Source: an optimization exercise on an open RTL-to-GDS flow (aim: small area, a short achievable clock period and few clock cycles per item). Production flows keep margins and buffers that such runs may drop. Function was checked by simulation only, so behaviour that the tests miss may differ from the original.

==> flow/design.v, too long to show whole: its modules and the start of the top module <==
// module gbcc_rate_tree: 645 lines
// module gbcc_temp_tree: 232 lines
// module gyro_bias_calibrate_convert: 340 lines
module gyro_bias_calibrate_convert (
	input  wire logic        clk,
	input  wire logic        arst_n,
	input  wire logic        cfg_valid,
	output logic             cfg_ready,
	input  wire logic [1:0]  cfg_addr,
	input  wire logic [15:0] cfg_data,
	input  wire logic        s_tvalid,
	output logic             s_tready,
	input  wire logic [63:0] s_tdata,
	input  wire logic [1:0]  s_tuser,
	output logic             m_tvalid,
	input  wire logic        m_tready,
	output logic [95:0]      m_tdata,
	output logic [2:0]       m_tuser
);
  // ...
==> flow/run.sh <==
#!/bin/bash
# synth_recipe.tcl (not shown) runs the flow's synth.tcl, then flattens the netlist and writes it again
# the make line also repeats each setting of config.mk as NAME=value (left out here)
make -C /OpenROAD-flow-scripts/flow DESIGN_CONFIG=/design/flow/config.mk WORK_HOME=/design/flow/orfs CLKGATE_MAP_FILE= SYNTH_SCRIPT=/design/flow/synth_recipe.tcl finish
==> flow/config.mk <==
export PLATFORM = sky130hd
export DESIGN_NAME = gyro_bias_calibrate_convert
export DESIGN_NICKNAME = gyro_bias_calibrate_convert
export VERILOG_FILES = /design/flow/design.v
export SDC_FILE = /design/flow/constraint.sdc
export NUM_CORES = 4
export LEC_CHECK = 0
export ABC_CLOCK_PERIOD_IN_PS = 4500
export CAP_MARGIN = 20
export CORE_MARGIN = 2
export CORE_UTILIZATION = 40
export SETUP_SLACK_MARGIN = 4
export SLEW_MARGIN = 20
==> flow/constraint.sdc <==
create_clock -name core_clock -period 10.0 [get_ports {clk}]
set_input_delay 2.0000 -clock core_clock [delete_from_list [all_inputs] [get_ports {clk}]]
set_output_delay 2.0000 -clock core_clock [all_outputs]
set_load 0.01 [all_outputs]
==> summary.md, run 1 <==
| Metric | Value |
|---|---|
| Hold Path Stages | `2` |
| DIE AREA | `0.178 mm^2` |
| All-Layer GR Usage | `25.7%` |
| Post_cts resized | `0` |
| CP Capture Type | `flip-flop` |
| Max reg flops | `96` |
| Core ar. | `0.174 mm^2` |
| Crit path max-delay family | `compound AO/OA/AOI/OAI gates` |
| Largest net degree at the start of global routing | `roughly 100` |
| Vias in the first global route | `between 50,000 and 60,000` |
| Simple-Gate Fraction of Synth Area | `11.4%` |
| Post-synthesis compound-gate area fraction | `17.8%` |
| Multi-input gate area | `0.0457 mm^2` |
| Initial Util | `40.2%` |
| Yosys cell types | `approximately 100` |
| HP Class | `flip-flop to flip-flop` |
| Clock transition at path regs | `70 ps` |
| Outcome | `no timing/DRC/antenna violations` |
| Fill cells | `16,700` |
| Non-filler cells, final | `slightly below 10,000` |
| Setup TNS | `0 ps` |
| Top sig layer | `met5` |
| Largest area contributor in the netlist | `edfxtp_1` |
| Port bufs | `about 190` |
| GR Overflow Total | `0` |
| Clock buf/inv share | `3.96%` |
Testbench counts, summed over its fixed seeds: cycles 2,272, items 1,848.
==> module gyro_bias_calibrate_convert, before the edit <==
module gyro_bias_calibrate_convert (
	input  wire logic        clk,
	input  wire logic        arst_n,
	input  wire logic        cfg_valid,
	output logic             cfg_ready,
	input  wire logic [1:0]  cfg_addr,
	input  wire logic [15:0] cfg_data,
	input  wire logic        s_tvalid,
	output logic             s_tready,
	input  wire logic [63:0] s_tdata,
	input  wire logic [1:0]  s_tuser,
	output logic             m_tvalid,
	input  wire logic        m_tready,
	output logic [95:0]      m_tdata,
	output logic [2:0]       m_tuser
);
	function automatic logic [26:0] booth(input logic [15:0] y);
		logic [18:0] yy;
		yy = {2'b00, y, 1'b0};
		for (int i = 0; i < 9; i++) begin
			booth[i]      = yy[2*i+1] ^ yy[2*i];
			booth[9 + i]  = (yy[2*i+2] & ~yy[2*i+1] & ~yy[2*i]) | (~yy[2*i+2] & yy[2*i+1] & yy[2*i]);
			booth[18 + i] = yy[2*i+2];
		end
	endfunction
	logic [15:0] cal_samples_q;
	logic [26:0] dps_q;        
	logic        cal_q;
	logic [15:0] left_q;
	logic [15:0] good_q;
	logic        last_q;       
	logic        hold_q;       
	logic [31:0] sum_q [3];
	logic [24:0] nb_q  [3];
	logic        cb_q  [3];
	logic [15:0] chi_q [3];
	logic        cpend_q;      
	logic        div_run_q;
	logic        div_fix_q;    
	logic [3:0]  div_cnt_q;
	logic [17:0] g3_q;         
	logic        v1_q;
	logic [2:0]  st1_q;
	logic        acc1_q;       
	logic        clr1_q;       
	logic        div1_q;       
	logic        cp1_q;        
	logic [16:0] d1_q [3];     
	logic [15:0] u1_q;         
	logic        vA_q;
	logic [2:0]  stA_q;
	logic        cpA_q;
	logic [24:0] rha_q [3];
	logic [24:0] rhb_q [3];
	logic        rcy_q [3];
	logic [16:0] tha_q, thb_q;
	logic        tcy_q;
	logic        s_rdy_q;
	logic        sk_v_q;
	logic [63:0] sk_data_q;
	logic [1:0]  sk_user_q;
	logic        cwait_q;      
	logic        m_tvalid_q;
	logic [91:0] m_data_q;
	logic [2:0]  m_user_q;
	logic en;
	logic take;
	logic        f_v;
	logic [63:0] f_data;
	logic [1:0]  f_user;
	assign en        = !m_tvalid_q || m_tready;
	assign s_tready  = s_rdy_q;
	assign f_v       = sk_v_q || (s_tvalid && s_rdy_q);
	assign f_data    = sk_v_q ? sk_data_q : s_tdata;
	assign f_user    = sk_v_q ? sk_user_q : s_tuser;
	assign take      = f_v && en && !hold_q && !cpend_q && !cwait_q;
	assign cfg_ready = 1'b1;
	always_ff @(posedge clk or negedge arst_n) begin
		if (!arst_n) begin
			sk_v_q  <= 1'b0;
			s_rdy_q <= 1'b0;
		end else begin
			sk_v_q  <= f_v && !take;
			s_rdy_q <= !(f_v && !take);
		end
	end
	always_ff @(posedge clk) begin
		if (!sk_v_q) begin
			sk_data_q <= s_tdata;
			sk_user_q <= s_tuser;
		end
	end
	logic        in_req, in_ok;
	logic        run_end;
	logic [15:0] good_nxt;
	logic [2:0]  st_in;
	always_comb begin
		in_req   = f_user[0];
		in_ok    = f_user[1];
		good_nxt = good_q + 16'(in_ok);
		run_end  = cal_q && last_q;
		if (in_req)
			st_in = (cal_samples_q != 16'd0) ? 3'd5 : 3'd4;
		else if (cal_q)
			st_in = run_end ? ((good_q == 16'd0 && !in_ok) ? 3'd4 : 3'd3) : 3'd2;
		else if (!in_ok)
			st_in = 3'd1;
		else
			st_in = 3'd0;
	end
	logic [16:0] d_in [3];
	logic        nobias;
	assign nobias = cal_q && !cpend_q;
	always_comb begin
		for (int a = 0; a < 3; a++) begin
			logic [24:0] d;
			d = {f_data[16*a+15], f_data[16*a +: 16], 8'd0}
			  + (nobias ? 25'd0 : nb_q[a]) + 25'(!nobias && cb_q[a]);
			d_in[a] = cpend_q ? {9'd0, d[7:0]} : d[24:8];
		end
	end
	always_ff @(posedge clk or negedge arst_n) begin
		if (!arst_n) begin
			cal_samples_q <= 16'd100;
			dps_q         <= booth(16'd4559);
		end else if (cfg_valid) begin
			case (cfg_addr)
				2'd0: cal_samples_q <= cfg_data;
				2'd1: dps_q         <= booth(cfg_data);
				default: ;
			endcase
		end
	end
	always_ff @(posedge clk or negedge arst_n) begin
		if (!arst_n)
			cal_q <= 1'b0;
		else if (take) begin
			if (in_req)
				cal_q <= (cal_samples_q != 16'd0);
			else if (cal_q && last_q)
				cal_q <= 1'b0;
		end
	end
	always_ff @(posedge clk) begin
		if (take) begin
			if (in_req) begin
				left_q <= cal_samples_q;
				last_q <= (cal_samples_q == 16'd1);
				good_q <= 16'd0;
			end else if (cal_q) begin
				good_q <= good_nxt;
				left_q <= left_q - 16'd1;
				last_q <= (left_q == 16'd2);
			end
		end
	end
	always_ff @(posedge clk or negedge arst_n) begin
		if (!arst_n) begin
			v1_q  <= 1'b0;
			cp1_q <= 1'b0;
		end else if (en) begin
			v1_q  <= take;
			cp1_q <= cpend_q && !hold_q && !cwait_q;
		end
	end
	always_ff @(posedge clk) begin
		if (en) begin
			st1_q  <= st_in;
			acc1_q <= take && !in_req && cal_q && in_ok;
			clr1_q <= take && in_req;
			div1_q <= take && !in_req && run_end && (good_q != 16'd0 || in_ok);
			for (int a = 0; a < 3; a++)
				d1_q[a] <= d_in[a];
			u1_q   <= f_data[63:48] ^ 16'h8000;
		end
	end
	wire fire1 = en && v1_q;
	logic [31:0] sum_nxt [3];
	always_comb begin
		for (int a = 0; a < 3; a++)
			sum_nxt[a] = sum_q[a] + (acc1_q ? {{15{d1_q[a][16]}}, d1_q[a]} : 32'd0);
	end
	logic [15:0] dv_r  [3];
	logic [23:0] dv_q  [3];
	always_comb begin
		for (int a = 0; a < 3; a++) begin
			logic [17:0] t;
			logic [18:0] s1, s2, s3;
			logic [1:0]  d;
			t  = {sum_q[a][15:0], nb_q[a][23:22]};
			s1 = {1'b0, t} - {3'd0, good_q};
			s2 = {1'b0, t} - {2'd0, good_q, 1'b0};
			s3 = {1'b0, t} - {1'b0, g3_q};
			if (!s3[18]) begin
				d = 2'd3;
				dv_r[a] = s3[15:0];
			end else if (!s2[18]) begin
				d = 2'd2;
				dv_r[a] = s2[15:0];
			end else if (!s1[18]) begin
				d = 2'd1;
				dv_r[a] = s1[15:0];
			end else begin
				d = 2'd0;
				dv_r[a] = t[15:0];
			end
			dv_q[a] = {nb_q[a][21:0], d ^ {2{nb_q[a][24]}}};
		end
	end
	always_ff @(posedge clk) begin
		if (fire1 && div1_q)
			g3_q <= {2'd0, good_q} + {1'b0, good_q, 1'b0};
	end
	always_ff @(posedge clk) begin
		for (int a = 0; a < 3; a++) begin
			if (fire1 && clr1_q)
				sum_q[a] <= 32'd0;
			else if (fire1 && div1_q)
				sum_q[a] <= {16'd0, sum_nxt[a][31:16] ^ {16{sum_nxt[a][31]}}};
			else if (fire1 && acc1_q)
				sum_q[a] <= sum_nxt[a];
			else if (div_run_q)
				sum_q[a] <= {16'd0, dv_r[a]};
		end
	end
	always_ff @(posedge clk or negedge arst_n) begin
		if (!arst_n) begin
			hold_q    <= 1'b0;
			cpend_q   <= 1'b0;
			cwait_q   <= 1'b0;
			div_run_q <= 1'b0;
			div_fix_q <= 1'b0;
			div_cnt_q <= 4'd0;
			for (int a = 0; a < 3; a++) begin
				nb_q[a] <= 25'd0;
				cb_q[a] <= 1'b0;
			end
		end else begin
			if (take && !in_req && run_end && (good_q != 16'd0 || in_ok))
				hold_q <= 1'b1;
			if (en)
				cwait_q <= cpend_q && !hold_q && !cwait_q;
			if (cfg_valid && cfg_addr == 2'd1)
				cpend_q <= 1'b1;
			else if (en && !hold_q && !cwait_q)
				cpend_q <= 1'b0;
			if (fire1 && div1_q) begin
				for (int a = 0; a < 3; a++) begin
					logic sg;
					sg = sum_nxt[a][31];
					nb_q[a] <= {!sg, sum_nxt[a][15:0] ^ {16{sg}}, {8{sg}}};
				end
				div_run_q <= 1'b1;
				div_cnt_q <= 4'd11;
			end
			div_fix_q <= 1'b0;
			if (div_run_q) begin
				for (int a = 0; a < 3; a++)
					nb_q[a][23:0] <= dv_q[a];
				div_cnt_q <= div_cnt_q - 4'd1;
				if (div_cnt_q == 4'd0) begin
					div_run_q <= 1'b0;
					div_fix_q <= 1'b1;
				end
			end
			if (div_fix_q) begin
				for (int a = 0; a < 3; a++)
					cb_q[a] <= nb_q[a][24] || (sum_q[a][15:0] == good_q - 16'd1);
				hold_q    <= 1'b0;
				cpend_q   <= 1'b1;
			end
		end
	end
	logic [24:0] ha [3];
	logic [24:0] hb [3];
	logic        cy [3];
	logic [16:0] tha, thb;
	logic        tcy;
	for (genvar a = 0; a < 3; a++) begin : g_mul
		gbcc_rate_tree u_mul (.x(d1_q[a]), .c(cp1_q ? 16'd0 : chi_q[a]),
			.one(dps_q[8:0]), .two(dps_q[17:9]), .neg(dps_q[26:18]),
			.ha(ha[a]), .hb(hb[a]), .cy(cy[a]));
	end
	gbcc_temp_tree u_temp (.u(u1_q), .ha(tha), .hb(thb), .cy(tcy));
	always_ff @(posedge clk or negedge arst_n) begin
		if (!arst_n) begin
			vA_q  <= 1'b0;
			cpA_q <= 1'b0;
		end else if (en) begin
			vA_q  <= v1_q;
			cpA_q <= cp1_q;
		end
	end
	always_ff @(posedge clk) begin
		if (en) begin
			stA_q <= st1_q;
			for (int a = 0; a < 3; a++) begin
				rha_q[a] <= ha[a];
				rhb_q[a] <= hb[a];
				rcy_q[a] <= cy[a];
			end
			tha_q <= tha;
			thb_q <= thb;
			tcy_q <= tcy;
		end
	end
	logic [91:0] res;
	logic [24:0] rate [3];
	logic [16:0] temp;
	always_comb begin
		for (int a = 0; a < 3; a++)
			rate[a] = rha_q[a] + rhb_q[a] + 25'(rcy_q[a]);
		temp = tha_q + thb_q + 17'(tcy_q);
	end
	assign res = (stA_q == 3'd0) ? {temp, rate[2], rate[1], rate[0]} : 92'd0;
	always_ff @(posedge clk or negedge arst_n) begin
		if (!arst_n)
			m_tvalid_q <= 1'b0;
		else if (en)
			m_tvalid_q <= vA_q;
	end
	always_ff @(posedge clk or negedge arst_n) begin
		if (!arst_n) begin
			for (int a = 0; a < 3; a++)
				chi_q[a] <= 16'd0;
		end else if (en && cpA_q) begin
			for (int a = 0; a < 3; a++)
				chi_q[a] <= rate[a][15:0];
		end
	end
	always_ff @(posedge clk) begin
		if (en) begin
			m_data_q <= res;
			m_user_q <= stA_q;
		end
	end
	assign m_tvalid = m_tvalid_q;
	assign m_tdata  = {4'd0, m_data_q};
	assign m_tuser  = m_user_q;
endmodule
==> run 2: changes to the inputs <==
--- a/flow/design.v
+++ b/flow/design.v
@@ -935,41 +935,20 @@
 	logic        rcy_q [3];
 	logic [16:0] tha_q, thb_q;
 	logic        tcy_q;
-	logic        s_rdy_q;
-	logic        sk_v_q;
-	logic [63:0] sk_data_q;
-	logic [1:0]  sk_user_q;
 	logic        cwait_q;      
 	logic        m_tvalid_q;
 	logic [91:0] m_data_q;
 	logic [2:0]  m_user_q;
 	logic en;
 	logic take;
-	logic        f_v;
 	logic [63:0] f_data;
 	logic [1:0]  f_user;
 	assign en        = !m_tvalid_q || m_tready;
-	assign s_tready  = s_rdy_q;
-	assign f_v       = sk_v_q || (s_tvalid && s_rdy_q);
-	assign f_data    = sk_v_q ? sk_data_q : s_tdata;
-	assign f_user    = sk_v_q ? sk_user_q : s_tuser;
-	assign take      = f_v && en && !hold_q && !cpend_q && !cwait_q;
+	assign s_tready  = en && !hold_q && !cpend_q && !cwait_q;
+	assign take      = s_tvalid && s_tready;
+	assign f_data    = s_tdata;
+	assign f_user    = s_tuser;
 	assign cfg_ready = 1'b1;
-	always_ff @(posedge clk or negedge arst_n) begin
-		if (!arst_n) begin
-			sk_v_q  <= 1'b0;
-			s_rdy_q <= 1'b0;
-		end else begin
-			sk_v_q  <= f_v && !take;
-			s_rdy_q <= !(f_v && !take);
-		end
-	end
-	always_ff @(posedge clk) begin
-		if (!sk_v_q) begin
-			sk_data_q <= s_tdata;
-			sk_user_q <= s_tuser;
-		end
-	end
 	logic        in_req, in_ok;
 	logic        run_end;
 	logic [15:0] good_nxt;
--- a/flow/config.mk
+++ b/flow/config.mk
@@ -5,9 +5,9 @@
 export SDC_FILE = /design/flow/constraint.sdc
 export NUM_CORES = 4
 export LEC_CHECK = 0
-export ABC_CLOCK_PERIOD_IN_PS = 4500
+export ABC_CLOCK_PERIOD_IN_PS = 3500
 export CAP_MARGIN = 20
 export CORE_MARGIN = 2
 export CORE_UTILIZATION = 40
-export SETUP_SLACK_MARGIN = 4
+export SETUP_SLACK_MARGIN = 5
 export SLEW_MARGIN = 20
==> run 2 against run 1 <==
Effect of this change:
- still clean on timing, DRC and antenna
- worst hold slack got worse by 67 ps
- count of clock-buffer cells in the layout fell by 3
- sequential share of layout area fell by 0.65 points
- final area fell by 4.5%
- core utilization fell by 0.21 points
- die area fell by 4.1%
- critical path type is now input pin to output pin
==> summary.md, run 2 <==
| Metric | Value |
|---|---|
| Register area share after synthesis | `27.9%` |
| Clk Tree Root Cell | `clkbuf_16` |
| Post-Route WL | `204,000 um` |
| Number of max-cap violations | `0` |
| Reg area | `0.0187 mm^2` |
| Antenna diodes | `0` |
| Setup TNS | `0 ps (unchanged)` |
| Post-synth top flop | `edfxtp_1` |
| Drt first-iter violations | `roughly 4,600` |
| Final Max Slew Viols | `0` |
| TritonCTS buffer count | `87` |
| Post-synth top area share | `18.3%` |
| Worst Tran Pin Value | `1020 ps` |
| Critical R2R Launch | `d1_q[1][0]$_DFFE_PN_` |
| H-tree levels | `3` |
| Largest cells by area after synthesis | `edfxtp_1 (18%), fa_1 (13%), ha_1 (10%)` |
| Die height | `between 400 and 500 um` |
| CP Capture Type | `output pin` |
| Global-route wire length before repair | `between 300,000 and 400,000 um` |
| Final setup margin | `5120 ps` |
| Most common library cells after synthesis | `inv_1 (655), xnor2_1 (650), ha_1 (546)` |
| Slew Limit Headroom | `30.0%` |
| Top Registers | `sum_q (96), m_data_q (92)` |
| Largest net degree at the start of global routing | `83 (-20%)` |
| Mapped cell area | `0.0669 mm^2` |
| Rows | `150` |
| Initial antenna violation count | `6` |
| Clock transition at path regs | `60 ps (about the same)` |
| Vias/cell | `5.68` |
| Syn_area_per_cell | `9.30 um^2` |
| Top-count cell post-synth | `inv_1` |
| CP Launch Point | `m_tready` |
| Worst Skew | `roughly 48 ps` |
| Boundary Pins | `191` |
| Post-synth EDFFs | `around 410` |
| DRC | `0` |
| Nets@finish | `roughly 8,200` |
| Post-Place Setup Slack | `3760 ps` |
| Routing usage on met1 | `32.3%` |
| CTS Sinks | `683` |
| Hold Path Origin | `st1_q[2]$_SDFFCE_PP1N_` |
| Syn. warnings | `30` |
| Die Span X | `~410 um` |
| Routed vias | `53,400` |
| Yosys cell types | `94 (-7.8%)` |
| Critical path class | `input pin to output pin` |
| Worst EP arrival | `2880 ps` |
| DP HPWL | `146,000 um` |
| RSZ-0062 raised after global routing | `yes` |
| Multi-input gate area | `0.0442 mm^2 (-3.3%)` |
| Commonest non-fill, non-tap cell in the layout | `inv_1` |
| Ratio of cells with drive above 1 in the final layout | `5.13%` |
| Required time worst endpoint | `8000 ps` |
| GRT Max-Usage Layer | `met2` |
| Initial Util | `40.1% (-0.056 points)` |
| Most frequent cells in the layout | `inv_1 (653), xnor2_1 (650), ha_1 (546), o21ai_0 (440), fa_1 (426)` |
| Fill cells | `16,000 (-4.2%)` |
| Wire per inst | `21.7 um` |
| Clock buffer depth | `3` |
| Outcome | `no timing/DRC/antenna violations` |
| Crit path max fanout | `8` |
| GR Overflow Total | `0 (unchanged)` |
| HP Class | `flip-flop to flip-flop` |
| Fin crit period | `4880 ps` |
| Fmax | `205 MHz` |
| DIE AREA | `0.171 mm^2 (-4.1%)` |
| Hold Fails Final Rpt | `0` |
| Largest area contributor in the netlist | `edfxtp_1` |
| Fin crit share | `roughly half` |
| All-Layer GR Usage | `23.6% (-2.2 points)` |
| Largest Register | `sum_q` |
| DR pass1 iterations | `6` |
| GR Util met3 | `4.14%` |
| Endpoints failing setup | `0` |
| Post-synth ARST share | `a little over a quarter` |
| Syn Inst Count | `7,198` |
| GPL Wtd Cong | `around 0.94` |
| Clk Latency, worst-skew pair | `about 730 ps` |
| Startpoint Class | `input pin` |
| Area grow syn2layout | `10.0%` |
| CTS tree | `built` |
| Port bufs | `185 (unchanged)` |
| Antenna-violating nets left | `0` |
| GR Util met2 | `a little under two fifths` |
| #FFs+latches synth | `around 680` |
| Core ar. | `0.167 mm^2 (-4.0%)` |
| Max reg flops | `96 (unchanged)` |
| Hold-fix buffers, CTS | `0` |
| Vias in the first global route | `53,300 (-5.3%)` |
[run 2: path summary, 6_finish.rpt]
kind / end / slack (ps) / depth (start not counted)
hold / removal: stA_q[2]$_DFFE_PN_ / 390 / 0
min in group asynchronous: chi_q[0][3]$_DFFE_PN0P_ / 1350 / 1
max in group asynchronous: div_run_q$_DFF_PN0_ / 7150 / 2
setup / recovery: s_tready / 5120 / 6
setup reg to reg: sum_q[1][14]$_SDFFE_PP0P_ / 5200 / 14
hold reg to reg: stA_q[2]$_DFFE_PN_ / 390 / 0
[run 2: metrics by stage]
stage	hold slack, ps	std cells	instance area (um^2)	utilization [%]
6_report	389	9411	73600	44.2
5_1_grt	380	9411	73600	44.2
4_1_cts	389	9400	73500	44.1
3_5_place_dp	407	9237	70600	42.4
3_3_place_gp	401	9237	70600	42.4
2_1_floorplan	400	7201	66900	-
[run 2: cell families (layout without fill, tap and decap cells)]
kind of cell               count (synthesis)  after routing  synth area share (%)
DFF                                      683            683                  27.9
adders and majority gates                972            972                  23.0
and+or+nand+nor                         1589           1589                  11.4
muxes                                     81             81                  1.28
buffers and inverters                   1094           1100                  6.24
AOI/OAI and AO/OA                       1813           1813                  17.5
other                                      2              5                0.0112
xor gates and xnor gates                 964            964                  12.7
[run 2: layer usage]
layer,vias to the layer above,part of all wire [%]
met5,-,0.013
met4,4,3.0
met3,372,8.0
met2,1996,45
met1,26300,44
li1,24700,-
[run 2: worst max-delay path: stages]
cell	delay (ps)
clkbuf_2	110
nor2b_1	60
buf_6	160
nor4_4	230
buf_6	180
buf_2	140
[run 2: final cells by class]
cell class,count,area share (%)
Clock buffer,123,3.39
Clock inverter,39,0.593
Inverter,658,3.38
Multi-Input combinational cell,5424,60.0
Sequential cell,683,25.4
Tap cell,2204,3.75
Timing Repair Buffer,280,3.48
[run 2: what timing repair did]
action / CTS / global route
setup buffers: 1 / 11
resized for setup: 9 / 5
setup endpoints to repair: 10 / 41
pin swaps: 1 / 0
cloned: 0 / 0
Testbench counts of run 2, summed over its fixed seeds: cycles 2,272, items 1,848.
==> run 3: changes to the inputs <==
--- a/flow/config.mk
+++ b/flow/config.mk
@@ -8,6 +8,6 @@
 export ABC_CLOCK_PERIOD_IN_PS = 3500
 export CAP_MARGIN = 20
 export CORE_MARGIN = 2
-export CORE_UTILIZATION = 40
+export CORE_UTILIZATION = 55
 export SETUP_SLACK_MARGIN = 5
 export SLEW_MARGIN = 20
==> run 3 against run 2 <==
Effect of this change:
- clock skew is 12 ps lower
- still clean
- maximum frequency is 0.86% lower
- largest cell class unchanged
==> summary.md, run 3 <==
| Metric | Value |
|---|---|
| Worst Skew | `36.3 ps (-11.7 ps)` |
| Routed vias | `53,500 (+0.056%)` |
| Vias in the first global route | `53,800 (+1.0%)` |
| Top Registers | `sum_q (96), m_data_q (92)` |
| Final hold slack | `422 ps (+32.8 ps)` |
| Drt first-iter violations | `5,121 (+11%)` |
| Critical path class | `input pin to output pin` |
| Final core occ | `60.5% (+16 points)` |
| Global-route wire length before repair | `318,000 um (+1.4%)` |
| Post-synth top flop | `edfxtp_1` |
| Outcome | `no timing/DRC/antenna violations` |
| Port bufs | `185 (unchanged)` |
| Post-Route WL | `207,000 um (+1.4%)` |
| Register area share after synthesis | `27.9% (unchanged)` |
| Worst Hold End | `stA_q[0]$_DFFE_PN_` |
| H-tree levels | `3 (unchanged)` |
| Area grow syn2layout | `8.77%` |
| CP Launch Point | `m_tready` |
| Hold Path Stages | `0 (unchanged)` |
| Ratio of cells with drive above 1 in the final layout | `5.05% (-0.087 points)` |
| Setup TNS | `0 ps (unchanged)` |
| Syn Inst Count | `7,198 (unchanged)` |
| Most frequent cells in the layout | `inv_1 (653), xnor2_1 (650), ha_1 (546), o21ai_0 (440), fa_1 (426)` |
| Startpoint Class | `input pin` |
| CP Capture Type | `output pin` |
| Syn_area_per_cell | `9.30 um^2 (unchanged)` |
| Antenna-violating nets left | `0 (unchanged)` |
| CTS Sinks | `683 (unchanged)` |
| Largest area contributor in the netlist | `edfxtp_1` |
| Clk Latency, worst-skew pair | `710 ps (-20 ps)` |
| Post-synth EDFFs | `407 (unchanged)` |
| FF-to-FF setup slack | `5340 ps (+140 ps)` |
| Fin crit share | `49.3% (+0.42 points)` |
| DR pass1 iterations | `6 (unchanged)` |
| Fin crit period | `4930 ps (+42.3 ps)` |
| Final Max Slew Viols | `0 (unchanged)` |
| Fmax | `203 MHz (-0.86%)` |
| Number of max-cap violations | `0 (unchanged)` |
| Wire per inst | `23.4 um (+8.1%)` |
| TritonCTS buffer count | `83 (-4.6%)` |
| Endpoints failing setup | `0 (unchanged)` |
| Rows | `127 (-15%)` |
| Vias/cell | `6.06 (+6.7%)` |
| DP HPWL | `146,000 um (about the same)` |
| Crit path max fanout | `2 (-6)` |
| All-Layer GR Usage | `32.8% (+9.3 points)` |
| Initial antenna violation count | `8 (+2)` |
| GR Overflow Total | `0 (unchanged)` |
| Yosys cell types | `94 (unchanged)` |
| CTS tree | `built` |
| Hold Fails Final Rpt | `0 (unchanged)` |
| Max reg flops | `96 (unchanged)` |
| Required time worst endpoint | `8000 ps (about the same)` |
| DIE AREA | `0.124 mm^2 (-27%)` |
| HP Class | `flip-flop to flip-flop` |
| Clock transition at path regs | `60 ps (about the same)` |
| Largest net degree at the start of global routing | `127 (+53%)` |
| Hold-fix buffers, CTS | `0 (unchanged)` |
| Initial Util | `55.6% (+15 points)` |
| Worst R2R End | `nb_q[0][0]$_DFFE_PN0P_` |
| Core ar. | `0.120 mm^2 (-28%)` |
| Clk Tree Root Cell | `clkbuf_16` |
| Worst Tran Pin Value | `1120 ps (+95.5 ps)` |
| Largest Register | `sum_q` |
| #FFs+latches synth | `683 (unchanged)` |
| Syn. warnings | `30 (unchanged)` |
| Hold Path Origin | `st1_q[0]$_DFFE_PN_` |
| DRC | `0 (unchanged)` |
| Worst EP arrival | `2930 ps (+50 ps)` |
| Commonest non-fill, non-tap cell in the layout | `inv_1` |
| GPL Wtd Cong | `0.962 (+2.8%)` |
| Slew Limit Headroom | `25.4% (-4.6 points)` |
| Die Span X | `353 um (-15%)` |
| Critical R2R Launch | `d1_q[0][7]$_DFFE_PN_` |
| Post-synth top area share | `18.3% (unchanged)` |
| Clock buffer depth | `3 (unchanged)` |
| FF-to-FF path depth | `13 (-1)` |
| Die height | `353 um (-15%)` |
| RSZ-0062 raised after global routing | `no` |
| Most common library cells after synthesis | `inv_1 (655), xnor2_1 (650), ha_1 (546)` |
| Mapped cell area | `0.0669 mm^2 (unchanged)` |
| Nets@finish | `8,203 (+0.098%)` |
| Boundary Pins | `191 (unchanged)` |
| Top-count cell post-synth | `inv_1` |
| Largest cells by area after synthesis | `edfxtp_1 (18%), fa_1 (13%), ha_1 (10%)` |
| Post-synth ARST share | `26.4% (unchanged)` |
## run 3: cell count changes in the layout (fill, tap and decap cells not counted), moves of 4 or more
cell / delta
buf_4: +11
clkbuf_8: -6
clkinvlp_4: +4
clkbuf_1: +9
clkinv_2: -4
clkbuf_16: -4
## run 3: how the worst max path moves through the flow
| stage | end | slack (ps) | cells past startpoint |
|---|---|---|---|
| global placement | s_tready | 3750 | 4 |
| detailed placement | s_tready | 3790 | 4 |
| global route | nb_q[0][0]$_DFFE_PN0P_ | 5000 | 15 |
| CTS | s_tready | 4940 | 5 |
| floorplan | good_q[0]$_SDFFCE_PP0P_ | 5000 | 5 |
| finish | s_tready | 5070 | 5 |
## run 3: layer usage
metal | routed length, um | global-route usage, % | vias up
met5 | 0 | 0 | -
met2 | 95100 | 53.5 | 2046
met4 | 11000 | 15.6 | 0
li1 | - | - | 24800
met1 | 85800 | 42.9 | 26100
met3 | 14700 | 5.14 | 499
## run 3: timing repair
action                     in CTS  in global routing
pin swaps                       1                  1
setup buffers                   2                 10
setup endpoints to repair      23                 55
resized for setup               9                  7
## run 3: kinds of logic after synthesis
logic type               share of synthesized area [%]
AND/OR/NAND/NOR                                   11.4
multiplexers                                      1.28
AO/OA/AOI/OAI                                     17.5
flip-flops                                        27.9
other                                           0.0112
adder cells (fa/ha/maj)                           23.0
XOR/XNOR                                          12.7
buffers and inverters                             6.24
## run 3: cell type report
cell class                      instances  area (um^2)
Timing Repair Buffer                  292         2690
Antenna cell                            1         2.50
Clock inverter                         33          337
Fill cell                           10500        47500
Clock buffer                          122         2350
Inverter                              658         2490
Sequential cell                       683        18700
Multi-Input combinational cell       5424        44200
Tap cell                             1612         2020
## run 3: worst max-delay path, stage by stage
cell and delay (ps):
clkdlybuf4s15_2 260, nor2b_4 80, nor4_4 270, buf_6 170
clkbuf_2 140
## run 3: metrics by stage
step / std cells / worst slack [ps] / area [um^2]
final: 8825 / 5070 / 72800
after global routing: 8824 / 5000 / 72800
after CTS: 8813 / 4940 / 72700
after detailed placement: 8656 / 3790 / 69900
after global placement: 8656 / 3750 / 69900
after floorplan: 7201 / 5000 / 66900
==> run 4: changes to the inputs <==
--- a/flow/design.v
+++ b/flow/design.v
@@ -933,8 +933,7 @@
 	logic [24:0] rha_q [3];
 	logic [24:0] rhb_q [3];
 	logic        rcy_q [3];
-	logic [16:0] tha_q, thb_q;
-	logic        tcy_q;
+	logic [16:0] tempA_q;
 	logic        cwait_q;      
 	logic        m_tvalid_q;
 	logic [91:0] m_data_q;
@@ -1037,7 +1036,9 @@
 	logic [31:0] sum_nxt [3];
 	always_comb begin
 		for (int a = 0; a < 3; a++)
-			sum_nxt[a] = sum_q[a] + (acc1_q ? {{15{d1_q[a][16]}}, d1_q[a]} : 32'd0);
+			sum_nxt[a] = sum_q[a]
+			           + (div_run_q ? ~{14'd0, g3_q} : acc1_q ? {{15{d1_q[a][16]}}, d1_q[a]} : 32'd0)
+			           + 32'(div_run_q);
 	end
 	logic [15:0] dv_r  [3];
 	logic [23:0] dv_q  [3];
@@ -1046,10 +1047,10 @@
 			logic [17:0] t;
 			logic [18:0] s1, s2, s3;
 			logic [1:0]  d;
-			t  = {sum_q[a][15:0], nb_q[a][23:22]};
+			t  = sum_q[a][17:0];
 			s1 = {1'b0, t} - {3'd0, good_q};
 			s2 = {1'b0, t} - {2'd0, good_q, 1'b0};
-			s3 = {1'b0, t} - {1'b0, g3_q};
+			s3 = sum_nxt[a][18:0];
 			if (!s3[18]) begin
 				d = 2'd3;
 				dv_r[a] = s3[15:0];
@@ -1075,11 +1076,11 @@
 			if (fire1 && clr1_q)
 				sum_q[a] <= 32'd0;
 			else if (fire1 && div1_q)
-				sum_q[a] <= {16'd0, sum_nxt[a][31:16] ^ {16{sum_nxt[a][31]}}};
+				sum_q[a] <= {14'd0, sum_nxt[a][31:14] ^ {18{sum_nxt[a][31]}}};
 			else if (fire1 && acc1_q)
 				sum_q[a] <= sum_nxt[a];
 			else if (div_run_q)
-				sum_q[a] <= {16'd0, dv_r[a]};
+				sum_q[a] <= {14'd0, dv_r[a], nb_q[a][23:22]};
 		end
 	end
 	always_ff @(posedge clk or negedge arst_n) begin
@@ -1107,7 +1108,7 @@
 				for (int a = 0; a < 3; a++) begin
 					logic sg;
 					sg = sum_nxt[a][31];
-					nb_q[a] <= {!sg, sum_nxt[a][15:0] ^ {16{sg}}, {8{sg}}};
+					nb_q[a] <= {!sg, sum_nxt[a][13:0] ^ {14{sg}}, {8{sg}}, 2'b00};
 				end
 				div_run_q <= 1'b1;
 				div_cnt_q <= 4'd11;
@@ -1124,7 +1125,7 @@
 			end
 			if (div_fix_q) begin
 				for (int a = 0; a < 3; a++)
-					cb_q[a] <= nb_q[a][24] || (sum_q[a][15:0] == good_q - 16'd1);
+					cb_q[a] <= nb_q[a][24] || (sum_q[a][17:2] == good_q - 16'd1);
 				hold_q    <= 1'b0;
 				cpend_q   <= 1'b1;
 			end
@@ -1158,9 +1159,7 @@
 				rhb_q[a] <= hb[a];
 				rcy_q[a] <= cy[a];
 			end
-			tha_q <= tha;
-			thb_q <= thb;
-			tcy_q <= tcy;
+			tempA_q <= tha + thb + 17'(tcy);
 		end
 	end
 	logic [91:0] res;
@@ -1169,7 +1168,7 @@
 	always_comb begin
 		for (int a = 0; a < 3; a++)
 			rate[a] = rha_q[a] + rhb_q[a] + 25'(rcy_q[a]);
-		temp = tha_q + thb_q + 17'(tcy_q);
+		temp = tempA_q;
 	end
 	assign res = (stA_q == 3'd0) ? {temp, rate[2], rate[1], rate[0]} : 92'd0;
 	always_ff @(posedge clk or negedge arst_n) begin
--- a/flow/config.mk
+++ b/flow/config.mk
@@ -8,6 +8,7 @@
 export ABC_CLOCK_PERIOD_IN_PS = 3500
 export CAP_MARGIN = 20
 export CORE_MARGIN = 2
-export CORE_UTILIZATION = 55
+export CORE_UTILIZATION = 40
+export CTS_BUF_LIST = sky130_fd_sc_hd__clkbuf_4 sky130_fd_sc_hd__clkbuf_8
 export SETUP_SLACK_MARGIN = 5
 export SLEW_MARGIN = 20
==> run 4 against run 3 <==
Effect of this change:
- still clean
- critical path depth increased by 20
- synthesized cell count shrank 4.3%
- sequential share of layout area down 0.24 points
- wire length is 0.18% higher
- register-to-register slack got worse by 1300 ps
- worst hold slack lost 24 ps
- clock skew grew 17 ps
- critical path type is now flip-flop to flip-flop
==> summary.md, run 4 <==
| Metric | Value |
|---|---|
| Most common library cells after synthesis | `inv_1 (617), xnor2_1 (601), ha_1 (484)` |
| Fin crit period | `5920 ps (+992 ps)` |
| Final Max Slew Viols | `0 (unchanged)` |
| Register area share after synthesis | `28.3% (+0.37 points)` |
| Endpoints failing setup | `0 (unchanged)` |
| Non-filler cells, final | `9,166 (+3.9%)` |
| Hold Path Stages | `0 (unchanged)` |
| All-Layer GR Usage | `24.9% (-7.9 points)` |
| Nets@finish | `7,889 (-3.8%)` |
| Antenna-violating nets left | `0 (unchanged)` |
| Mapped cell area | `0.0644 mm^2 (-3.7%)` |
| Final core occ | `44.8% (-16 points)` |
| Setup TNS | `0 ps (unchanged)` |
| Global-route wire length before repair | `316,000 um (-0.79%)` |
| Syn_area_per_cell | `9.36 um^2 (+0.67%)` |
| Yosys cell types | `97 (+3.2%)` |
| Wire per inst | `22.6 um (-3.6%)` |
| Largest area contributor in the netlist | `edfxtp_1` |
| Fin crit share | `59.2% (+9.9 points)` |
| Initial Util | `40.2% (-15 points)` |
| Clk Latency, worst-skew pair | `880 ps (+170 ps)` |
| Largest Register | `sum_q` |
| DP HPWL | `146,000 um (about the same)` |
| FF-to-FF path depth | `25 (+12)` |
| Syn Inst Count | `6,887 (-4.3%)` |
| Number of max-cap violations | `0 (unchanged)` |
| Port bufs | `185 (unchanged)` |
| Post-synth top area share | `18.3% (about the same)` |
| GPL Wtd Cong | `0.937 (-2.5%)` |
| Top Registers | `sum_q (96), m_data_q (92)` |
| Rows | `147 (+16%)` |
| DRC | `0 (unchanged)` |
| CTS tree | `built` |
| Most frequent cells in the layout | `inv_1 (608), xnor2_1 (601), ha_1 (480), fa_1 (423), nor2_1 (402)` |
| Clock transition at path regs | `60 ps (about the same)` |
| Area grow syn2layout | `11.3%` |
| Post-synth ARST share | `26.9% (+0.59 points)` |
| Startpoint Class | `flip-flop` |
| Largest cells by area after synthesis | `edfxtp_1 (18%), fa_1 (13%), ha_1 (9.4%)` |
| Critical path class | `flip-flop to flip-flop` |
| Initial antenna violation count | `12 (+4)` |
| Die Span X | `405 um (+15%)` |
| Commonest non-fill, non-tap cell in the layout | `inv_1` |
| Clk Tree Root Cell | `clkbuf_8` |
| Post-synth top flop | `edfxtp_1` |
| Die height | `405 um (+15%)` |
| Hold-fix buffers, CTS | `0 (unchanged)` |
| CTS Sinks | `668 (-2.2%)` |
| DIE AREA | `0.164 mm^2 (+32%)` |
| FF-to-FF setup slack | `4080 ps (-1260 ps)` |
| Max reg flops | `96 (unchanged)` |
| DR pass1 iterations | `6 (unchanged)` |
| Syn. warnings | `30 (unchanged)` |
| Largest net degree at the start of global routing | `92 (-28%)` |
| H-tree levels | `4 (+1)` |
| Hold Fails Final Rpt | `0 (unchanged)` |
| Worst Skew | `53.4 ps (+17.1 ps)` |
| Core ar. | `0.160 mm^2 (+33%)` |
| Required time worst endpoint | `10,610 ps (+2610 ps)` |
| RSZ-0062 raised after global routing | `yes` |
| Top-count cell post-synth | `inv_1` |
| Slew Limit Headroom | `22.4% (-3.0 points)` |
| GR Overflow Total | `0 (unchanged)` |
| Vias/cell | `5.68 (-6.3%)` |
| Ratio of cells with drive above 1 in the final layout | `8.20% (+3.2 points)` |
| Worst EP arrival | `6530 ps (+3600 ps)` |
| Vias in the first global route | `51,800 (-3.8%)` |
| #FFs+latches synth | `668 (-2.2%)` |
| Boundary Pins | `191 (unchanged)` |
| CP Capture Type | `flip-flop` |
| Post-synth EDFFs | `392 (-3.7%)` |
| Worst Tran Pin Value | `1160 ps (+44.9 ps)` |
| Crit path max fanout | `3 (+1)` |
| Fmax | `169 MHz (-17%)` |
| HP Class | `flip-flop to flip-flop` |
| Routed vias | `52,000 (-2.6%)` |
| Outcome | `no timing/DRC/antenna violations` |
| TritonCTS buffer count | `133 (+60%)` |
| Dpl cells | `8,871 (+2.5%)` |
| Post-Route WL | `207,000 um (+0.18%)` |
| Clock buffer depth | `3 (unchanged)` |
| Drt first-iter violations | `4,973 (-2.9%)` |
==> run 4: logic make-up after synthesis <==
logic type               count (synthesis)  share of synthesized area, %
adder cells (fa/ha/maj)                911                          22.6
AO/OA/AOI/OAI                         1774                          18.2
flip-flops                             668                          28.3
other                                    2                        0.0117
multiplexers                            53                         0.887
AND/OR/NAND/NOR                       1489                          11.0
buffers and inverters                 1056                          6.26
XOR/XNOR                               934                          12.8
==> run 4: metal layers <==
| layer | track usage (%) | vias to the layer above | share of wire [%] |
|---|---|---|---|
| li1 | - | 23900 | - |
| met1 | 33.5 | 25600 | 43 |
| met2 | 39.4 | 2105 | 45 |
| met3 | 5.79 | 426 | 8.6 |
| met4 | 8.42 | 16 | 3.2 |
| met5 | 0 | - | 0.047 |
==> run 4: worst max-delay path, cell delays in order, from the launching register on <==
cell and delay, ps:
edfxtp_1 460, inv_2 130, ha_4 200, fa_1 470
inv_1 60, fa_1 490, fa_1 490, inv_1 40
ha_1 290, a21oi_2 140, nor2b_1 60, o21ai_1 110
nand2b_1 110, a21o_1 220, fa_2 370, a21o_1 180
a21oi_2 150, nand2b_4 140, a21boi_2 60, o311a_1 320
o31ai_2 230, nand2b_1 90, maj3_2 320, a211o_1 280
a21oi_2 150, xnor2_1 80
==> run 4: what timing repair did <==
action,4_1_cts,5_1_grt
setup endpoints to repair,160,116
pin swaps,30,35
gates resized for setup,50,38
buffers inserted,33,10
==> run 4: path summary, 6_finish.rpt <==
| check | endpoint | start |
|---|---|---|
| worst min register to register | stA_q[1]$_DFFE_PN_ | st1_q[1]$_SDFFCE_PP0N_ |
| min in group asynchronous | chi_q[0][2]$_DFFE_PN0P_ | arst_n |
| worst max-delay path | tempA_q[15]$_DFFE_PN_ | u1_q[11]$_DFFE_PN_ |
| max in group asynchronous | dps_q[15]$_DFFE_PN0P_ | arst_n |
| worst max register to register | tempA_q[15]$_DFFE_PN_ | u1_q[11]$_DFFE_PN_ |
| worst min-delay path | stA_q[1]$_DFFE_PN_ | st1_q[1]$_SDFFCE_PP0N_ |
==> run 4: per-stage QoR <==
| step | area, um^2 | hold slack [ps] | setup WS (ps) |
|---|---|---|---|
| after floorplan | 65100 | 400 | 1660 |
| after global placement | 68200 | 405 | 3320 |
| after detailed placement | 68200 | 406 | 3300 |
| after CTS | 71400 | 411 | 3990 |
| after global routing | 71700 | 412 | 3840 |
| final | 71700 | 398 | 4080 |
==> run 4: final cells by class <==
class	instances	area [um^2]
antenna	4	10.0
clock buffer	192	2400
clock inverter	54	415
fill	15400	88500
inverter	620	2350
multi-input combinational	5166	42800
sequential	668	18200
tap	2160	2700
timing repair buffer	302	2840
Testbench counts of run 4, summed over its fixed seeds: cycles 2,272, items 1,848.
==> run 5: changes to the inputs <==
--- a/flow/design.v
+++ b/flow/design.v
@@ -933,7 +933,8 @@
 	logic [24:0] rha_q [3];
 	logic [24:0] rhb_q [3];
 	logic        rcy_q [3];
-	logic [16:0] tempA_q;
+	logic [16:0] tha_q, thb_q;
+	logic        tcy_q;
 	logic        cwait_q;      
 	logic        m_tvalid_q;
 	logic [91:0] m_data_q;
@@ -1033,6 +1034,12 @@
 		end
 	end
 	wire fire1 = en && v1_q;
+	logic nbl_nz;
+	always_comb begin
+		nbl_nz = 1'b0;
+		for (int a = 0; a < 3; a++)
+			nbl_nz |= cb_q[a] ? (nb_q[a][7:0] != 8'hff) : (nb_q[a][7:0] != 8'h00);
+	end
 	logic [31:0] sum_nxt [3];
 	always_comb begin
 		for (int a = 0; a < 3; a++)
@@ -1101,7 +1108,7 @@
 			if (en)
 				cwait_q <= cpend_q && !hold_q && !cwait_q;
 			if (cfg_valid && cfg_addr == 2'd1)
-				cpend_q <= 1'b1;
+				cpend_q <= nbl_nz || (cpend_q && !(en && !hold_q && !cwait_q));
 			else if (en && !hold_q && !cwait_q)
 				cpend_q <= 1'b0;
 			if (fire1 && div1_q) begin
@@ -1159,7 +1166,9 @@
 				rhb_q[a] <= hb[a];
 				rcy_q[a] <= cy[a];
 			end
-			tempA_q <= tha + thb + 17'(tcy);
+			tha_q <= tha;
+			thb_q <= thb;
+			tcy_q <= tcy;
 		end
 	end
 	logic [91:0] res;
@@ -1168,7 +1177,7 @@
 	always_comb begin
 		for (int a = 0; a < 3; a++)
 			rate[a] = rha_q[a] + rhb_q[a] + 25'(rcy_q[a]);
-		temp = tempA_q;
+		temp = tha_q + thb_q + 17'(tcy_q);
 	end
 	assign res = (stA_q == 3'd0) ? {temp, rate[2], rate[1], rate[0]} : 92'd0;
 	always_ff @(posedge clk or negedge arst_n) begin
--- a/flow/config.mk
+++ b/flow/config.mk
@@ -9,6 +9,5 @@
 export CAP_MARGIN = 20
 export CORE_MARGIN = 2
 export CORE_UTILIZATION = 40
-export CTS_BUF_LIST = sky130_fd_sc_hd__clkbuf_4 sky130_fd_sc_hd__clkbuf_8
 export SETUP_SLACK_MARGIN = 5
 export SLEW_MARGIN = 20
==> run 5 against run 4 <==
Effect of this change:
- worst hold slack improved by 28 ps
- non-clock buffer count down 14
- count of clock-buffer cells in the layout fell by 80
- critical path depth is 20 lower
- register-to-register slack improved by 1100 ps
- area after synthesis up 0.94%
==> summary.md, run 5 <==
| Metric | Value |
|---|---|
| Mapped cell area | `0.0651 mm^2 (+0.94%)` |
| Routed vias | `52,100 (+0.088%)` |
| TritonCTS buffer count | `86 (-35%)` |
| Post-Route WL | `207,000 um (about the same)` |
| Drt first-iter violations | `4,718 (-5.1%)` |
| Clock transition at path regs | `60 ps (about the same)` |
| Rows | `148 (+0.68%)` |
| Final Max Slew Viols | `0 (unchanged)` |
| Critical path cell sequence | `clkbuf_2 -> nor2b_4 -> or3_4 -> nor2_4 -> buf_6` |
| Clk Tree Root Cell | `clkbuf_16` |
| Crit path max fanout | `3 (unchanged)` |
| Fmax | `200 MHz (+18%)` |
| Largest Register | `sum_q` |
| Antenna diodes | `0 (-4)` |
| Startpoint Class | `input pin` |
| Register area share after synthesis | `28.7% (+0.43 points)` |
| Top-count cell post-synth | `inv_1` |
| DIE AREA | `0.166 mm^2 (+0.93%)` |
| Syn Inst Count | `6,962 (+1.1%)` |
| Initial antenna violation count | `1 (-11)` |
| GR Overflow Total | `0 (unchanged)` |
| Number of max-cap violations | `0 (unchanged)` |
| Top Registers | `sum_q (96), m_data_q (92)` |
| Critical-path top delay cell | `or3_4` |
| Setup TNS | `0 ps (unchanged)` |
| Vias/cell | `5.70 (+0.33%)` |
| Crit-path max cell delay | `400 ps (-90 ps)` |
| Ratio of cells with drive above 1 in the final layout | `5.64% (-2.6 points)` |
| Hold Fails Final Rpt | `0 (unchanged)` |
| Slew Limit Headroom | `16.0% (-6.4 points)` |
| GPL Wtd Cong | `1.00 (+6.9%)` |
| DP Area | `0.0688 mm^2 (+0.79%)` |
| H-tree levels | `3 (-1)` |
| DR pass1 iterations | `7 (+1)` |
| CP bufs+invs | `2 (-1)` |
| Die Span X | `407 um (+0.46%)` |
| Required time worst endpoint | `8000 ps (-2610 ps)` |
| Max reg flops | `96 (unchanged)` |
| DP HPWL | `147,000 um (+0.74%)` |
| Syn_area_per_cell | `9.34 um^2 (-0.15%)` |
| HP Class | `flip-flop to flip-flop` |
| Most common library cells after synthesis | `inv_1 (632), xnor2_1 (617), ha_1 (489)` |
| Worst EP arrival | `2990 ps (-3540 ps)` |
| Post-synth top area share | `18.8% (+0.52 points)` |
| Global-route wire length before repair | `317,000 um (+0.28%)` |
| Boundary Pins | `191 (unchanged)` |
| All-Layer GR Usage | `24.5% (-0.48 points)` |
| Core ar. | `0.162 mm^2 (+1.3%)` |
| Vias in the first global route | `51,800 (-0.039%)` |
| Worst Tran Pin Value | `1250 ps (+86.7 ps)` |
| Commonest non-fill, non-tap cell in the layout | `inv_1` |
| Die height | `407 um (+0.46%)` |
| CTS Sinks | `683 (+2.2%)` |
| CTS tree | `built` |
| Syn. warnings | `30 (unchanged)` |
| Area grow syn2layout | `10.7%` |
| Clock buffer depth | `3 (unchanged)` |
| Fin crit share | `49.9% (-9.2 points)` |
| Post-synth EDFFs | `407 (+3.8%)` |
| Clk Latency, worst-skew pair | `760 ps (-120 ps)` |
| Wire per inst | `22.7 um (+0.32%)` |
| CP Capture Type | `output pin` |
| FF-to-FF setup slack | `5220 ps (+1140 ps)` |
| Worst Skew | `82.3 ps (+29.0 ps)` |
| Largest area contributor in the netlist | `edfxtp_1` |
| Fin crit period | `4990 ps (-924 ps)` |
| Most frequent cells in the layout | `inv_1 (629), xnor2_1 (616), ha_1 (489), nand2_1 (435), fa_1 (426)` |
| Initial Util | `40.1% (-0.13 points)` |
| Largest net degree at the start of global routing | `101 (+9.8%)` |
| Post-synth top flop | `edfxtp_1` |
| DRC | `0 (unchanged)` |
| Antenna-violating nets left | `0 (unchanged)` |
| RSZ-0062 raised after global routing | `no` |
| Yosys cell types | `95 (-2.1%)` |
| Critical path class | `input pin to output pin` |
| Nets@finish | `7,902 (+0.16%)` |
| Crit path max-delay family | `simple AND/OR/NAND/NOR gates` |
| Outcome | `no timing/DRC/antenna violations` |
| Port bufs | `185 (unchanged)` |
| Endpoints failing setup | `0 (unchanged)` |
| Largest cells by area after synthesis | `edfxtp_1 (19%), fa_1 (13%), ha_1 (9.4%)` |
| Post-synth ARST share | `26.4% (-0.59 points)` |
| Fill cells | `15,600 (+1.8%)` |
| Finished Cell Area | `0.0720 mm^2 (+0.43%)` |
| #FFs+latches synth | `683 (+2.2%)` |
==> run 5: changes by cell type after synthesis, moves of 16 or more <==
cell	delta
a21oi_1	-49
nand2_1	+32
nand2b_1	-21
nor3_1	+32
a21o_1	+19
xnor2_1	+16
a221o_1	-16
a211oi_1	+17
mux2i_1	+21
and3_1	-33
xor2_1	-27
o21ai_0	+88
o21ai_1	-25
==> run 5: per-stage QoR <==
step	util, %	setup slack, ps	cells	hold slack [ps]
2_1_floorplan	-	5110	6965	400
3_3_place_gp	42.4	3790	8978	402
3_5_place_dp	42.4	3790	8978	413
4_1_cts	44.4	4900	9140	426
5_1_grt	44.4	5000	9144	439
6_report	44.4	5010	9144	426
==> run 5: cell type report <==
| cell class | count | area [um^2] | share of cell area (%) |
|---|---|---|---|
| tap | 2175 | 2720 | 3.78 |
| timing repair buffer | 288 | 2680 | 3.71 |
| multi-input combinational | 5204 | 42500 | 59.0 |
| inverter | 635 | 2420 | 3.36 |
| clock buffer | 112 | 2410 | 3.34 |
| clock inverter | 47 | 658 | 0.914 |
| sequential | 683 | 18700 | 25.9 |
==> run 5: what timing repair did <==
action / in CTS / in global routing
setup endpoints to repair: 134 / 86
hold buffers: 0 / 0
resized for setup: 20 / 21
gates cloned: 0 / 0
buffers inserted: 3 / 4
pin swaps: 1 / 4
==> run 5: path summary, 6_finish.rpt <==
path | from | endpoint | depth (start not counted)
worst min register to register | st1_q[1]$_SDFFCE_PP0N_ | stA_q[1]$_DFFE_PN_ | 0
min in group asynchronous | arst_n | chi_q[1][15]$_DFFE_PN0P_ | 1
worst max-delay path | m_tready | s_tready | 5
worst max register to register | div_run_q$_DFF_PN0_ | sum_q[0][9]$_SDFFE_PP0P_ | 15
worst min-delay path | st1_q[1]$_SDFFCE_PP0N_ | stA_q[1]$_DFFE_PN_ | 0
max in group asynchronous | arst_n | nb_q[2][6]$_DFFE_PN0P_ | 3
==> run 5: kinds of logic (layout without fill, tap and decap cells) <==
logic type,count (synthesis),after routing,synth area share (%)
other,2,5,0.0115
buffers and inverters,1078,1082,6.34
adder cells (fa/ha/maj),915,915,22.5
AND/OR/NAND/NOR,1511,1511,10.9
flip-flops,683,683,28.7
XOR/XNOR,922,922,12.5
AO/OA/AOI/OAI,1774,1774,17.8
multiplexers,77,77,1.25
==> run 5: per-layer routing <==
layer / vias to the layer above / part of all wire (%) / global-route usage (%)
li1: 23900 / - / -
met1: 25700 / 42 / 32.6
met2: 2030 / 45 / 38.4
met3: 476 / 8.2 / 5.05
met4: 2 / 4.5 / 10.7
met5: - / 0.0034 / 0
Testbench counts of run 5, summed over its fixed seeds: cycles 2,256, items 1,848.
==> run 6: changes to the inputs <==
--- a/flow/config.mk
+++ b/flow/config.mk
@@ -9,5 +9,6 @@
 export CAP_MARGIN = 20
 export CORE_MARGIN = 2
 export CORE_UTILIZATION = 40
+export GPL_TIMING_DRIVEN = 0
 export SETUP_SLACK_MARGIN = 5
 export SLEW_MARGIN = 20
==> run 6 against run 5 <==
Effect of this change:
- final cell count up 4.4%
- final area is 2.7% higher
- setup slack got worse by 100 ps
- sequential share of layout area decreased by 0.72 points
- register-to-register slack got worse by 320 ps
- synthesized cell count stayed put
- non-clock buffer count increased by 393
- count of clock-buffer cells in the layout did not move
- clock skew barely moved
==> summary.md, run 6 <==
| Metric | Value |
|---|---|
| Outcome | `no timing/DRC/antenna violations` |
| Clk Tree Root Cell | `clkbuf_16` |
| Clock buffer depth | `3 (unchanged)` |
| Clock transition at path regs | `60 ps (about the same)` |
| CTS tree | `built` |
| Final setup margin | `4900 ps (-104 ps)` |
| Post-Place Setup Slack | `2340 ps (-1450 ps)` |
| Post-synth EDFFs | `407 (unchanged)` |
| Fill cells | `15,800 (+1.1%)` |
| Slew Limit Headroom | `13.1% (-2.9 points)` |
| Final core occ | `45.6% (+1.2 points)` |
| Top-count cell post-synth | `inv_1` |
| Commonest non-fill, non-tap cell in the layout | `inv_1` |
| Port bufs | `184 (-0.54%)` |
| Largest cells by area after synthesis | `edfxtp_1 (19%), fa_1 (13%), ha_1 (9.4%)` |
| GR Overflow Total | `0 (unchanged)` |
| Syn_area_per_cell | `9.34 um^2 (unchanged)` |
| Hold Fails Final Rpt | `0 (unchanged)` |
| All-Layer GR Usage | `32.6% (+8.2 points)` |
| Initial Util | `40.1% (unchanged)` |
| Ratio of cells with drive above 1 in the final layout | `6.64% (+1.0 points)` |
| Largest Register | `sum_q` |
| Rows | `148 (unchanged)` |
| Largest area contributor in the netlist | `edfxtp_1` |
| DIE AREA | `0.166 mm^2 (unchanged)` |
| Die Span X | `407 um (unchanged)` |
| Final Max Slew Viols | `0 (unchanged)` |
| RSZ-0062 raised after global routing | `yes` |
| Yosys cell types | `95 (unchanged)` |
| Post-synth top area share | `18.8% (unchanged)` |
| Multi-input gate area | `0.0428 mm^2 (+0.68%)` |
| DP HPWL | `217,000 um (+47%)` |
| DR pass1 iterations | `6 (-1)` |
| GPL Wtd Cong | `1.03 (+3.2%)` |
| Fin crit share | `51.0% (+1.0 points)` |
| Worst Skew | `82.2 ps (-0.171 ps)` |
| Post-Route WL | `277,000 um (+34%)` |
| Hold-fix buffers, CTS | `0 (unchanged)` |
| Top Registers | `sum_q (96), m_data_q (92)` |
| Register area share after synthesis | `28.7% (unchanged)` |
| Startpoint Class | `flip-flop` |
| Post-synth ARST share | `26.4% (unchanged)` |
| Number of max-cap violations | `0 (unchanged)` |
| Largest net degree at the start of global routing | `157 (+55%)` |
| #FFs+latches synth | `683 (unchanged)` |
| TritonCTS buffer count | `86 (unchanged)` |
| Endpoints failing setup | `0 (unchanged)` |
| Antenna-violating nets left | `0 (unchanged)` |
| Vias in the first global route | `54,900 (+6.0%)` |
| Syn. warnings | `30 (unchanged)` |
| Fin crit period | `5100 ps (+104 ps)` |
| HP Class | `flip-flop to flip-flop` |
| Vias/cell | `5.79 (+1.7%)` |
| Most frequent cells in the layout | `inv_1 (630), xnor2_1 (612), ha_1 (488), nand2_1 (435), fa_1 (425)` |
| Most common library cells after synthesis | `inv_1 (632), xnor2_1 (617), ha_1 (489)` |
| Area grow syn2layout | `13.8%` |
| Finished Cell Area | `0.0740 mm^2 (+2.7%)` |
| Required time worst endpoint | `10,490 ps (+2490 ps)` |
| Max reg flops | `96 (unchanged)` |
| Worst Tran Pin Value | `1300 ps (+53.0 ps)` |
| Crit path max fanout | `11 (+8)` |
| Initial antenna violation count | `8 (+7)` |
| Boundary Pins | `191 (unchanged)` |
| Post-synth top flop | `edfxtp_1` |
| Mapped cell area | `0.0651 mm^2 (unchanged)` |
| Critical path class | `flip-flop to flip-flop` |
| Wire per inst | `29.0 um (+28%)` |
| Core ar. | `0.162 mm^2 (unchanged)` |
| Syn Inst Count | `6,962 (unchanged)` |
| CP Capture Type | `flip-flop` |
| CTS Sinks | `683 (unchanged)` |
| H-tree levels | `3 (unchanged)` |
| DP Area | `0.0699 mm^2 (+1.7%)` |
| Setup TNS | `0 ps (unchanged)` |
| Die height | `407 um (unchanged)` |
| Nets@finish | `8,295 (+5.0%)` |
| Routed vias | `55,300 (+6.1%)` |
| DRC | `0 (unchanged)` |
| Fmax | `196 MHz (-2.0%)` |
| Clk Latency, worst-skew pair | `780 ps (+20 ps)` |
| Worst EP arrival | `5590 ps (+2600 ps)` |
| Drt first-iter violations | `5,297 (+12%)` |
| Global-route wire length before repair | `392,000 um (+24%)` |
| Reg area | `0.0187 mm^2 (-0.12%)` |
run 6: changes by cell type in the layout (fill, tap and decap cells not counted), sizes merged:
cell	delta
clkbuf	+345
buf	+45
clkdlybuf4s15	+3
diode	+3
inv	+3
bufinv	-2
clkinvlp	+1
run 6: what timing repair did:
item / 4_1_cts / 5_1_grt
setup buffers: 19 / 22
resized for setup: 131 / 132
cloned: 0 / 1
pin swaps: 10 / 21
hold endpoints to repair: 0 / 0
setup endpoints to repair: 229 / 177
run 6: worst max-delay path, stage by stage, from the launching register on:
cell and delay, ps:
dfrtp_1 320, clkbuf_1 760, clkbuf_1 770, a22oi_1 270, xnor2_1 310, ha_1 290, inv_1 80, fa_1 430
fa_1 500, fa_1 550, inv_1 50, fa_1 460
run 6: final cells by class:
class	instances	area share, %
antenna	3	0.0101
buffer	443	2.68
clock buffer	112	3.19
clock inverter	49	0.815
inverter	635	3.26
multi-input combinational	5204	57.8
sequential	683	25.2
tap	2175	3.68
timing repair buffer	238	3.37
run 6: logic make-up after synthesis:
| group | share of synthesized area (%) |
|---|---|
| other | 0.0115 |
| multiplexers | 1.25 |
| flip-flops | 28.7 |
| adder cells (fa/ha/maj) | 22.5 |
| AND/OR/NAND/NOR | 10.9 |
| buffers and inverters | 6.34 |
| AO/OA/AOI/OAI | 17.8 |
| XOR/XNOR | 12.5 |
run 6: final timing paths:
kind	start	end	slack (ps)	depth (start not counted)
worst max register to register	dps_q[1]$_DFFE_PN0P_	rha_q[1][6]$_DFFE_PN_	4900	11
worst min-delay path	st1_q[2]$_SDFFCE_PP1N_	stA_q[2]$_DFFE_PN_	420	0
worst max-delay path	dps_q[1]$_DFFE_PN0P_	rha_q[1][6]$_DFFE_PN_	4900	11
worst min register to register	st1_q[2]$_SDFFCE_PP1N_	stA_q[2]$_DFFE_PN_	420	0
min in group asynchronous	arst_n	chi_q[0][11]$_DFFE_PN0P_	1060	1
max in group asynchronous	arst_n	nb_q[2][1]$_DFFE_PN0P_	8100	2
run 6: per-layer routing:
layer  track usage, %  vias to the layer above  routed length [um]
li1                 -                    24800                   -
met3             5.62                      707               19100
met5                0                        -                  64
met2             51.9                     2411              124000
met1             40.4                    27400              110000
met4             22.5                        8               22900
run 6: stage by stage:
stage,hold WS (ps),instances
floorplan,400,6965
global placement,405,9324
detailed placement,407,9335
CTS,423,9515
global route,438,9539
finish,425,9542

## separate check: timing with driven ports
No port has a modelled driver above. Below, the same layouts with a new extraction and two added sets of constraints.
Step 1: set_driving_cell puts a clkbuf_16 on clk and a buf_2 on each other input, an assumption about the parent block.
Step 2 times the ports against the registers' clock, not the clock port: input delays grow and output delays shrink by t, the midpoint of the rising clock arrivals with the driver on.
Three values: no drivers, after step 1, after step 2; two values: the first two.
| run | t, ns | setup slack, ns | clock arrival spread, ns | cell pins on the clock port's net |
|---|---|---|---|---|
| run 1 | 0.796 | 4.774 / 4.774 / 4.242 | 0.043 / 0.043 | 1 |
| run 2 | 0.782 | 5.116 / 5.091 / 4.525 | 0.048 / 0.048 | 1 |
| run 3 | 0.772 | 5.074 / 5.041 / 4.660 | 0.039 / 0.039 | 1 |
| run 4 | 0.934 | 4.082 / 4.082 / 4.082 | 0.061 / 0.061 | 1 |
| run 5 | 0.795 | 5.005 / 4.976 / 4.611 | 0.083 / 0.083 | 1 |
| run 6 | 0.830 | 4.902 / 4.902 / 4.394 | 0.083 / 0.083 | 1 |
After both steps setup and hold are still met in every run listed. For run 2, which loses most, drivers alone change the setup slack by -0.025 ns; drivers and shift together by -0.591 ns.
